This is an optimization exercise on Yosys and OpenROAD, whose aim is small area, a short achievable clock period and few clock cycles per item, not a production implementation. At most, simulation tests tie the RTL to the original design; equivalence was not proved. Power is estimated from default activity; no workload was simulated.

## cpu_top
module cpu_top
(
    input  logic                  clk,
    input  logic                  rst,
    input  logic [data_width-1:0] mem_data_out,
    input  logic                  mem_cplt,
    output logic [addr_width-1:0] mem_addr,
    output logic [data_width-1:0] mem_data_in,
    output logic                  mem_r_en,
    output logic                  mem_w_en
);
    logic [8:0]  ba;         
    logic        bre;        
    logic        bwe;        
    logic        bdat;       
    logic        stp;        
    logic        wct;        
    logic [15:0] ir;
    logic [8:0]  pcn;        
    logic [1:0]  es;         
    logic [15:0] a;
    logic [15:0] b;
    logic        wb_en;
    logic [3:0]  wb_rd;
    logic        f_eq;       
    logic        f_c;        
    logic        f_v;        
    logic        f_lt;
    logic        f_gt;
    logic        init;       
    logic        writes;     
    logic        d_cmp;      
    logic [15:0] regs [num_regs];
    logic [2:0]  wop;
    logic        w_ld;
    logic        w_st;
    logic        w_ct;
    logic        fdone;
    logic        ddone;
    assign wop   = mem_data_out[15:13];
  ...
For scale: roughly 1400 cells after synthesis, ~370 flip-flops, roughly 46 I/O pins, about 17000 µm² of cells after synthesis.
==> flow/config.mk <==
export PLATFORM = sky130hd
export DESIGN_NAME = cpu_top
export DESIGN_NICKNAME = cpu_top
export VERILOG_FILES = /design/flow/design.v
export SDC_FILE = /design/flow/constraint.sdc
export NUM_CORES = 4
export LEC_CHECK = 0
export CAP_MARGIN = 20
export CORE_MARGIN = 2
export CORE_UTILIZATION = 40
export CTS_CLUSTER_DIAMETER = 100
export CTS_CLUSTER_SIZE = 25
export PLACE_DENSITY = 0.6
export SETUP_SLACK_MARGIN = 2.6
export SLEW_MARGIN = 20
==> flow/constraint.sdc <==
create_clock -name core_clock -period 5.0 [get_ports {clk}]
set_input_delay 1.0000 -clock core_clock [delete_from_list [all_inputs] [get_ports {clk}]]
set_output_delay 1.0000 -clock core_clock [all_outputs]
set_load 0.01 [all_outputs]
standard.sh (not shown) runs the stock make flow with config.mk's settings and CLKGATE_MAP_FILE= SYNTH_SCRIPT=/design/flow/synth_recipe.tcl, a recipe that flattens the netlist after the stock synthesis.
==> flow/flow/run.sh <==
#!/bin/bash
# Standard layout, with plain buffers (not delay cells) on the ports.
export BUFFER_PORTS_ARGS="-buffer_cell sky130_fd_sc_hd__buf_2"
bash standard.sh > standard.log 2>&1
The baseline finished clean.
Testbench counts at the start, summed over its fixed seeds: cycles 104,806, instrs 21,628.
Rerun with:
--- a/flow/design.v
+++ b/flow/design.v
@@ -82,20 +82,21 @@
     output logic                  mem_w_en
 );
     logic [8:0]  ba;         
     logic        bre;        
     logic        bwe;        
     logic        bdat;       
     logic        stp;        
     logic        wct;        
     logic [15:0] ir;
     logic [8:0]  pcn;        
+    logic [8:0]  tgt;        
     logic [1:0]  es;         
     logic [15:0] a;
     logic [15:0] b;
     logic        wb_en;
     logic [3:0]  wb_rd;
     logic        f_eq;       
     logic        f_c;        
     logic        f_v;        
     logic        f_lt;
     logic        f_gt;
@@ -120,20 +121,21 @@
     assign mem_w_en    = bwe;
     assign mem_data_in = a;
     logic       w_cond;
     logic       w_take;
     logic       w_hold;
     logic       i_cond;
     logic       i_ct;
     logic       i_ld;
     logic       flag_pend;
     logic [8:0] w_target;
+    logic [8:0] pc_next;
     function automatic logic cond_of(input logic [1:0] c, input logic eq, input logic lt,
                                      input logic gt);
         case (c)
             cond_eq: cond_of = eq;
             cond_ne: cond_of = !eq;
             cond_lt: cond_of = lt;
             default: cond_of = gt;
         endcase
     endfunction
     assign flag_pend = (es == 2'd3) && d_cmp;     
@@ -146,20 +148,21 @@
     (
         .a   (ba),
         .b   (mem_data_out[8:0]),
         .ci  (1'b0),
         .sum (w_target),
         .co  ()
     );
     assign i_cond  = cond_of(ir[12:11], f_eq, f_lt, f_gt);
     assign i_ct    = (ir[15:13] == op_jump) || ((ir[15:13] == op_branch) && i_cond);
     assign i_ld    = (ir[15:13] == op_load);
+    assign pc_next = i_ct ? tgt : pcn;
     always_ff @(posedge clk or posedge rst)
     begin
         if (rst)
         begin
             ba   <= '0;
             bre  <= 1'b1;
             bwe  <= 1'b0;
             bdat <= 1'b0;
             stp  <= 1'b0;
             wct  <= 1'b0;
@@ -176,57 +179,56 @@
         begin
             if (w_ld)
             begin
                 ba   <= mem_data_out[12:4];
                 bdat <= 1'b1;
             end
             else if (w_take)
                 ba <= w_target;
             else if (w_hold)
             begin
-                ba  <= w_target;
                 bre <= 1'b0;
                 wct <= 1'b1;
             end
             else
                 ba <= ba + 1'b1;
             if (w_st)
                 stp <= 1'b1;
         end
         else if (ddone)
         begin
             bre <= 1'b1;
             bwe <= 1'b0;
             if (bwe && i_ld)
                 ba <= ir[12:4];
             else
             begin
-                ba   <= pcn;
+                ba   <= pc_next;
                 bdat <= 1'b0;
             end
             if (bwe && (ir[15:13] == op_store))
                 stp <= 1'b1;
         end
         else if (wct)
         begin
             wct <= 1'b0;
             bre <= 1'b1;
-            if (!i_ct)
-                ba <= pcn;
+            ba  <= pc_next;
         end
     end
     always_ff @(posedge clk)
     begin
         if (fdone)
         begin
             ir  <= mem_data_out;
-            pcn <= w_take ? w_target : ba + 1'b1;
+            pcn <= ba + 1'b1;
+            tgt <= w_target;
         end
     end
     logic [15:0] rsel;
     logic [15:0] rval;
     always_ff @(posedge clk)
     begin
         if (fdone)
             rsel <= 16'd1 << mem_data_out[3:0];
         else if (ddone && bwe)
             rsel <= 16'd1 << ir[3:0];
Sequential power goes up by roughly a tenth.
Non-clock buffer count goes up by 4.
Via count goes up slightly.
Cell count goes down slightly.
Design area goes up slightly.
Clock power is about the same.
Wire length goes up slightly.
Clock-buffer cell count goes down by 7.
Setup slack degrades by 0.049 ns.
Critical path depth is unchanged.
Die area goes up slightly.
Sequential cell count goes up by 9.
Testbench counts after the change, summed over its fixed seeds: cycles 104,806, instrs 21,628.


rev 12:
The RTL this note starts from:
==> flow/design.v <==
`default_nettype none
package cpu_pkg;
    localparam int data_width     = 16;
    localparam int addr_width     = 9;     
    localparam int reg_addr_width = 4;
    localparam int num_regs       = 16;
    localparam logic [3:0] reg_move = 4'b0010;
    localparam logic [2:0] op_load = 3'b000;
    localparam logic [2:0] op_jump = 3'b001;
    localparam logic [2:0] op_store = 3'b010;
    localparam logic [2:0] op_load_imm = 3'b011;
    localparam logic [2:0] op_branch = 3'b100;
    localparam logic [2:0] op_add_imm = 3'b101;
    localparam logic [2:0] op_sub_imm = 3'b110;
    localparam logic [2:0] op_reg = 3'b111;
    localparam logic [3:0] alu_add = 4'd0;
    localparam logic [3:0] alu_sub = 4'd1;
    localparam logic [3:0] alu_and = 4'd3;
    localparam logic [3:0] alu_or = 4'd4;
    localparam logic [3:0] alu_xor = 4'd5;
    localparam logic [3:0] alu_not = 4'd6;
    localparam logic [3:0] alu_neg = 4'd7;
    localparam logic [3:0] alu_cmp = 4'd8;
    localparam logic [1:0] cond_eq = 2'd0;
    localparam logic [1:0] cond_ne = 2'd1;
    localparam logic [1:0] cond_lt = 2'd2;
    localparam logic [1:0] cond_gt = 2'd3;
    localparam logic [1:0] bus_idle = 2'd0;
    localparam logic [1:0] bus_fetch = 2'd1;
    localparam logic [1:0] bus_data = 2'd2;
endpackage
`default_nettype wire
`default_nettype none
module ks_adder
#(
    parameter int W = 16
)
(
    input  logic [W-1:0] a,
    input  logic [W-1:0] b,
    input  logic         ci,
    output logic [W-1:0] sum,
    output logic         co
);
    localparam int N = W + 1;     
    localparam int L = (N <= 2) ? 1 : (N <= 4) ? 2 : (N <= 8) ? 3 : (N <= 16) ? 4 : (N <= 32) ? 5 : 6;
    logic [N-1:0] g [L+1];
    logic [N-1:0] p [L+1];
    assign g[0] = {a & b, ci};
    assign p[0] = {a ^ b, 1'b0};
    for (genvar l = 0; l < L; l++)
    begin : g_lvl
        for (genvar i = 0; i < N; i++)
        begin : g_bit
            if (i >= (1 << l))
            begin : g_op
                assign g[l+1][i] = g[l][i] | (p[l][i] & g[l][i-(1<<l)]);
                assign p[l+1][i] = p[l][i] & p[l][i-(1<<l)];
            end
            else
            begin : g_pass
                assign g[l+1][i] = g[l][i];
                assign p[l+1][i] = p[l][i];
            end
        end
    end
    assign sum = p[0][N-1:1] ^ g[L][N-2:0];
    assign co  = g[L][N-1];
endmodule
`default_nettype wire
`default_nettype none
import cpu_pkg::*;
module cpu_top
(
    input  logic                  clk,
    input  logic                  rst,
    input  logic [data_width-1:0] mem_data_out,
    input  logic                  mem_cplt,
    output logic [addr_width-1:0] mem_addr,
    output logic [data_width-1:0] mem_data_in,
    output logic                  mem_r_en,
    output logic                  mem_w_en
);
    logic [8:0]  ba;         
    logic        bre;        
    logic        bwe;        
    logic        bdat;       
    logic        stp;        
    logic        wct;        
    logic [15:0] ir;
    logic [8:0]  pcn;        
    logic [8:0]  tgt;        
    logic [1:0]  es;         
    logic [15:0] a;
    logic [15:0] b;
    logic        wb_en;
    logic [3:0]  wb_rd;
    logic        f_eq;       
    logic        f_c;        
    logic        f_v;        
    logic        f_lt;
    logic        f_gt;
    logic        init;       
    logic        writes;     
    logic        d_cmp;      
    logic [15:0] regs [num_regs];
    logic [2:0]  wop;
    logic        w_ld;
    logic        w_st;
    logic        w_ct;
    logic        fdone;
    logic        ddone;
    assign wop   = mem_data_out[15:13];
    assign w_ld  = (wop == op_load);
    assign w_st  = (wop == op_store);
    assign w_ct  = (wop == op_jump) || (wop == op_branch);
    assign fdone = mem_cplt && !bdat;
    assign ddone = mem_cplt && bdat;
    assign mem_addr    = ba;
    assign mem_r_en    = bre;
    assign mem_w_en    = bwe;
    assign mem_data_in = a;
    logic       w_cond;
    logic       w_take;
    logic       w_hold;
    logic       i_cond;
    logic       i_ct;
    logic       i_ld;
    logic       flag_pend;
    logic [8:0] w_target;
    logic [8:0] pc_next;
    function automatic logic cond_of(input logic [1:0] c, input logic eq, input logic lt,
                                     input logic gt);
        case (c)
            cond_eq: cond_of = eq;
            cond_ne: cond_of = !eq;
            cond_lt: cond_of = lt;
            default: cond_of = gt;
        endcase
    endfunction
    assign flag_pend = (es == 2'd3) && d_cmp;     
    assign f_lt      = f_v && !f_c;
    assign f_gt      = f_c && !f_eq;
    assign w_cond    = cond_of(mem_data_out[12:11], f_eq, f_lt, f_gt);
    assign w_take    = (wop == op_jump) || ((wop == op_branch) && w_cond && !flag_pend);
    assign w_hold    = (wop == op_branch) && flag_pend;
    ks_adder #(.W(9)) u_wadd
    (
        .a   (ba),
        .b   (mem_data_out[8:0]),
        .ci  (1'b0),
        .sum (w_target),
        .co  ()
    );
    assign i_cond  = cond_of(ir[12:11], f_eq, f_lt, f_gt);
    assign i_ct    = (ir[15:13] == op_jump) || ((ir[15:13] == op_branch) && i_cond);
    assign i_ld    = (ir[15:13] == op_load);
    assign pc_next = i_ct ? tgt : pcn;
    always_ff @(posedge clk or posedge rst)
    begin
        if (rst)
        begin
            ba   <= '0;
            bre  <= 1'b1;
            bwe  <= 1'b0;
            bdat <= 1'b0;
            stp  <= 1'b0;
            wct  <= 1'b0;
        end
        else if (fdone && stp)
        begin
            ba   <= ir[12:4];
            bre  <= 1'b0;
            bwe  <= 1'b1;
            bdat <= 1'b1;
            stp  <= 1'b0;
        end
        else if (fdone)
        begin
            if (w_ld)
            begin
                ba   <= mem_data_out[12:4];
                bdat <= 1'b1;
            end
            else if (w_take)
                ba <= w_target;
            else if (w_hold)
            begin
                bre <= 1'b0;
                wct <= 1'b1;
            end
            else
                ba <= ba + 1'b1;
            if (w_st)
                stp <= 1'b1;
        end
        else if (ddone)
        begin
            bre <= 1'b1;
            bwe <= 1'b0;
            if (bwe && i_ld)
                ba <= ir[12:4];
            else
            begin
                ba   <= pc_next;
                bdat <= 1'b0;
            end
            if (bwe && (ir[15:13] == op_store))
                stp <= 1'b1;
        end
        else if (wct)
        begin
            wct <= 1'b0;
            bre <= 1'b1;
            ba  <= pc_next;
        end
    end
    always_ff @(posedge clk)
    begin
        if (fdone)
        begin
            ir  <= mem_data_out;
            pcn <= ba + 1'b1;
            tgt <= w_target;
        end
    end
    logic [15:0] rsel;
    logic [15:0] rval;
    always_ff @(posedge clk)
    begin
        if (fdone)
            rsel <= 16'd1 << mem_data_out[3:0];
        else if (ddone && bwe)
            rsel <= 16'd1 << ir[3:0];
        else if (es == 2'd1)
            rsel <= 16'd1 << ir[7:4];
    end
    always_comb
    begin
        rval = '0;
        for (int i = 0; i < num_regs; i++)
            rval = rval | ({16{rsel[i]}} & regs[i]);
    end
    logic fwd1;
    always_ff @(posedge clk)
    begin
        if (fdone)
            fwd1 <= (es == 2'd3) && writes && (ir[3:0] == mem_data_out[3:0]);
        else if (ddone && bwe)
            fwd1 <= 1'b0;
    end
    logic [2:0]  op;
    logic [3:0]  fn;
    logic        is_reg;
    logic        k_add, k_sub, k_and, k_or, k_xor, k_not, k_neg, k_cmp, k_mov;
    logic        k_ldb, k_addi, k_subi;
    assign op     = ir[15:13];
    assign fn     = ir[11:8];
    assign is_reg = (op == op_reg) && !ir[12];
    assign k_add  = is_reg && (fn == alu_add);
    assign k_sub  = is_reg && (fn == alu_sub);
    assign k_and  = is_reg && (fn == alu_and);
    assign k_or   = is_reg && (fn == alu_or);
    assign k_xor  = is_reg && (fn == alu_xor);
    assign k_not  = is_reg && (fn == alu_not);
    assign k_neg  = is_reg && (fn == alu_neg);
    assign k_cmp  = is_reg && (fn == alu_cmp);
    assign k_mov  = (op == op_reg) && ir[12] && (fn == reg_move);
    assign k_ldb  = (op == op_load_imm);
    assign k_addi = (op == op_add_imm);
    assign k_subi = (op == op_sub_imm);
    logic d_keep_hi;     
    logic d_keep_lo;     
    logic d_neg_a;       
    logic d_b_reg;       
    logic d_b_inv;       
    logic d_cin;         
    logic d_r_sum;       
    logic d_r_and;
    logic d_r_or;
    logic d_r_xor;
    always_ff @(posedge clk)
    begin
        d_keep_hi <= !(k_mov || (k_ldb && ir[12]));
        d_keep_lo <= !(k_mov || (k_ldb && !ir[12]));
        d_neg_a   <= k_neg;
        d_b_reg   <= k_add || k_sub || k_and || k_or || k_xor || k_cmp || k_mov;
        d_b_inv   <= k_sub || k_cmp;
        d_cin     <= k_sub || k_cmp || k_subi || k_neg;
        d_r_sum   <= k_add || k_sub || k_addi || k_subi || k_neg || k_mov;
        d_r_and   <= k_and;
        d_r_or    <= k_or || k_ldb;
        d_r_xor   <= k_xor || k_not;
        d_cmp     <= k_cmp;
    end
    logic [15:0] konst;
    always_comb
    begin
        case (ir[15:13])
            op_load_imm: konst = ir[12] ? {ir[11:4], 8'h00} : {8'h00, ir[11:4]};
            op_add_imm:  konst = {7'b0, ir[12:4]};
            op_sub_imm:  konst = ~{7'b0, ir[12:4]};
            default:     konst = k_not ? 16'hffff : 16'h0;
        endcase
    end
    always_ff @(posedge clk)
    begin
        if (es == 2'd1)
            b <= konst;
        else if (es == 2'd2 && d_b_reg)
            b <= rval ^ {16{d_b_inv}};
    end
    logic [16:0] sum;
    logic [15:0] alu;
    ks_adder #(.W(16)) u_add
    (
        .a   (a),
        .b   (b),
        .ci  (d_cin),
        .sum (sum[15:0]),
        .co  (sum[16])
    );
    assign alu    = ({16{d_r_sum}} & sum[15:0]) | ({16{d_r_and}} & (a & b)) |
                    ({16{d_r_or}} & (a | b)) | ({16{d_r_xor}} & (a ^ b));
    assign writes = d_r_sum || d_r_and || d_r_or || d_r_xor;
    always_ff @(posedge clk or posedge rst)
    begin
        if (rst)
        begin
            es    <= 2'd0;
            wb_en <= 1'b0;
            a     <= '0;
            f_eq  <= 1'b0;
            f_c   <= 1'b0;
            f_v   <= 1'b0;
            init  <= 1'b1;
        end
        else
        begin
            init  <= 1'b0;
            wb_en <= 1'b0;
            if ((fdone && !stp) || (ddone && bwe))
                es <= 2'd1;
            else if (es != 2'd0)
                es <= es + 2'd1;
            if (ddone && !bwe)
            begin
                a     <= mem_data_out;
                wb_en <= 1'b1;
            end
            else if (es == 2'd3 && writes)
            begin
                a     <= alu;
                wb_en <= 1'b1;
            end
            else if (es == 2'd1 && !fwd1)
                a <= rval;
            else if (es == 2'd2)
                a <= (a & {{8{d_keep_hi}}, {8{d_keep_lo}}}) ^ {16{d_neg_a}};
            if (es == 2'd3 && d_cmp)
            begin
                f_eq <= &(a ^ b);     
                f_c  <= sum[16];
                f_v  <= 1'b1;
            end
        end
    end
    always_ff @(posedge clk)
    begin
        wb_rd <= ir[3:0];
    end
    always_ff @(posedge clk)
    begin
        for (int i = 0; i < num_regs; i++)
            if (init || (wb_en && wb_rd == 4'(i)))
                regs[i] <= a;
    end
endmodule
`default_nettype wire
export LEC_CHECK = 0
export CAP_MARGIN = 20
export CORE_MARGIN = 2
export CORE_UTILIZATION = 40
export PLACE_DENSITY = 0.6
export SETUP_SLACK_MARGIN = 2.45
export SLEW_MARGIN = 20
create_clock -name core_clock -period 5.0 [get_ports {clk}]
Scripts as last shown in full above: flow/flow/run.sh
Testbench counts of rev 12, summed over its fixed seeds: cycles 104,806, instrs 21,628.
[inputs] rev 13 vs rev 12
-- flow/design.v --
<<< rev 12, line 43
    output logic         co
);
    localparam int N = W + 1;     
    localparam int L = (N <= 2) ? 1 : (N <= 4) ? 2 : (N <= 8) ? 3 : (N <= 16) ? 4 : (N <= 32) ? 5 : 6;
    logic [N-1:0] g [L+1];
    logic [N-1:0] p [L+1];
    assign g[0] = {a & b, ci};
    assign p[0] = {a ^ b, 1'b0};
    for (genvar l = 0; l < L; l++)
    begin : g_lvl
        for (genvar i = 0; i < N; i++)
        begin : g_bit
            if (i >= (1 << l))
>>> rev 13, line 43
    output logic         co
);
    localparam int L = (W <= 2) ? 1 : (W <= 4) ? 2 : (W <= 8) ? 3 : (W <= 16) ? 4 : (W <= 32) ? 5 : 6;
    logic [W-1:0] g [L+1];
    logic [W-1:0] p [L+1];
    logic [W:0]   c;
    assign g[0] = a & b;
    assign p[0] = a ^ b;
    for (genvar l = 0; l < L; l++)
    begin : g_lvl
        for (genvar i = 0; i < W; i++)
        begin : g_bit
            if (i >= (1 << l))
<<< rev 12, line 65
        end
    end
    assign sum = p[0][N-1:1] ^ g[L][N-2:0];
    assign co  = g[L][N-1];
endmodule
`default_nettype wire
>>> rev 13, line 65
        end
    end
    assign c[0] = ci;
    for (genvar i = 0; i < W; i++)
    begin : g_c
        assign c[i+1] = g[L][i] | (p[L][i] & ci);
    end
    assign sum = p[0] ^ c[W-1:0];
    assign co  = c[W];
endmodule
`default_nettype wire
Of the two values seen for last element of the critical path, a[15] was produced by rev 13 and a[6] by rev 12. From rev 12 to rev 13 the numbers moved as follows: combinational group share of total power moved up, static power due to leakage went down. As far as overall fraction of global-route tracks in use is concerned, rev 12 and rev 13 perform about the same. Count of cell instances traversed by the critical path came out exactly the same in rev 12 and rev 13. Wire length | rev 13 below rev 12. Post-synthesis instance total (higher): rev 12. Result: PASS for each of rev 12 and rev 13. As of rev 13, design area had risen slightly compared to rev 12. Rev 13 ends up with lower reg2reg setup slack than rev 12 does. Comparing rev 12 and rev 13, via count is higher on rev 13. Transition time of the tightest slew-check pin sits higher in rev 13 than in rev 12. Rev 13 supports a lower top clock frequency than rev 12.
Only the layout flow was run in rev 13; the RTL was not checked for function there.

-- what the ideal ports hide --
The results above use ideal ports. As a check the final layouts listed here were re-extracted and re-timed, cells and wires unchanged. Step 1: set_driving_cell puts a clkbuf_16 on clk and a buf_2 on each other input, an assumption about the parent block. Step 2 moves the port delays by t, midway between the first and last clock arrival at a register: inputs arrive t later, outputs are due t later. That takes back most of the time a late clock gives input paths. Slacks: no drivers / after step 1 / after step 2; pairs: no drivers / after step 1.
run	t (ns)	slack for setup (ns)	pins driven straight from the clock port
the first run of note 1	0.585	2.609 / 2.563 / 2.089	1
the second run of note 1	0.595	2.560 / 2.560 / 2.026	1
rev 12	0.607	2.501 / 2.501 / 2.048	1
rev 13	0.603	2.430 / 2.430 / 1.912	1
After both steps setup and hold are still met in every run listed. The setup slack of the second run of note 1, which loses most, moves by 0.000 ns with the drivers and by -0.534 ns with both steps.
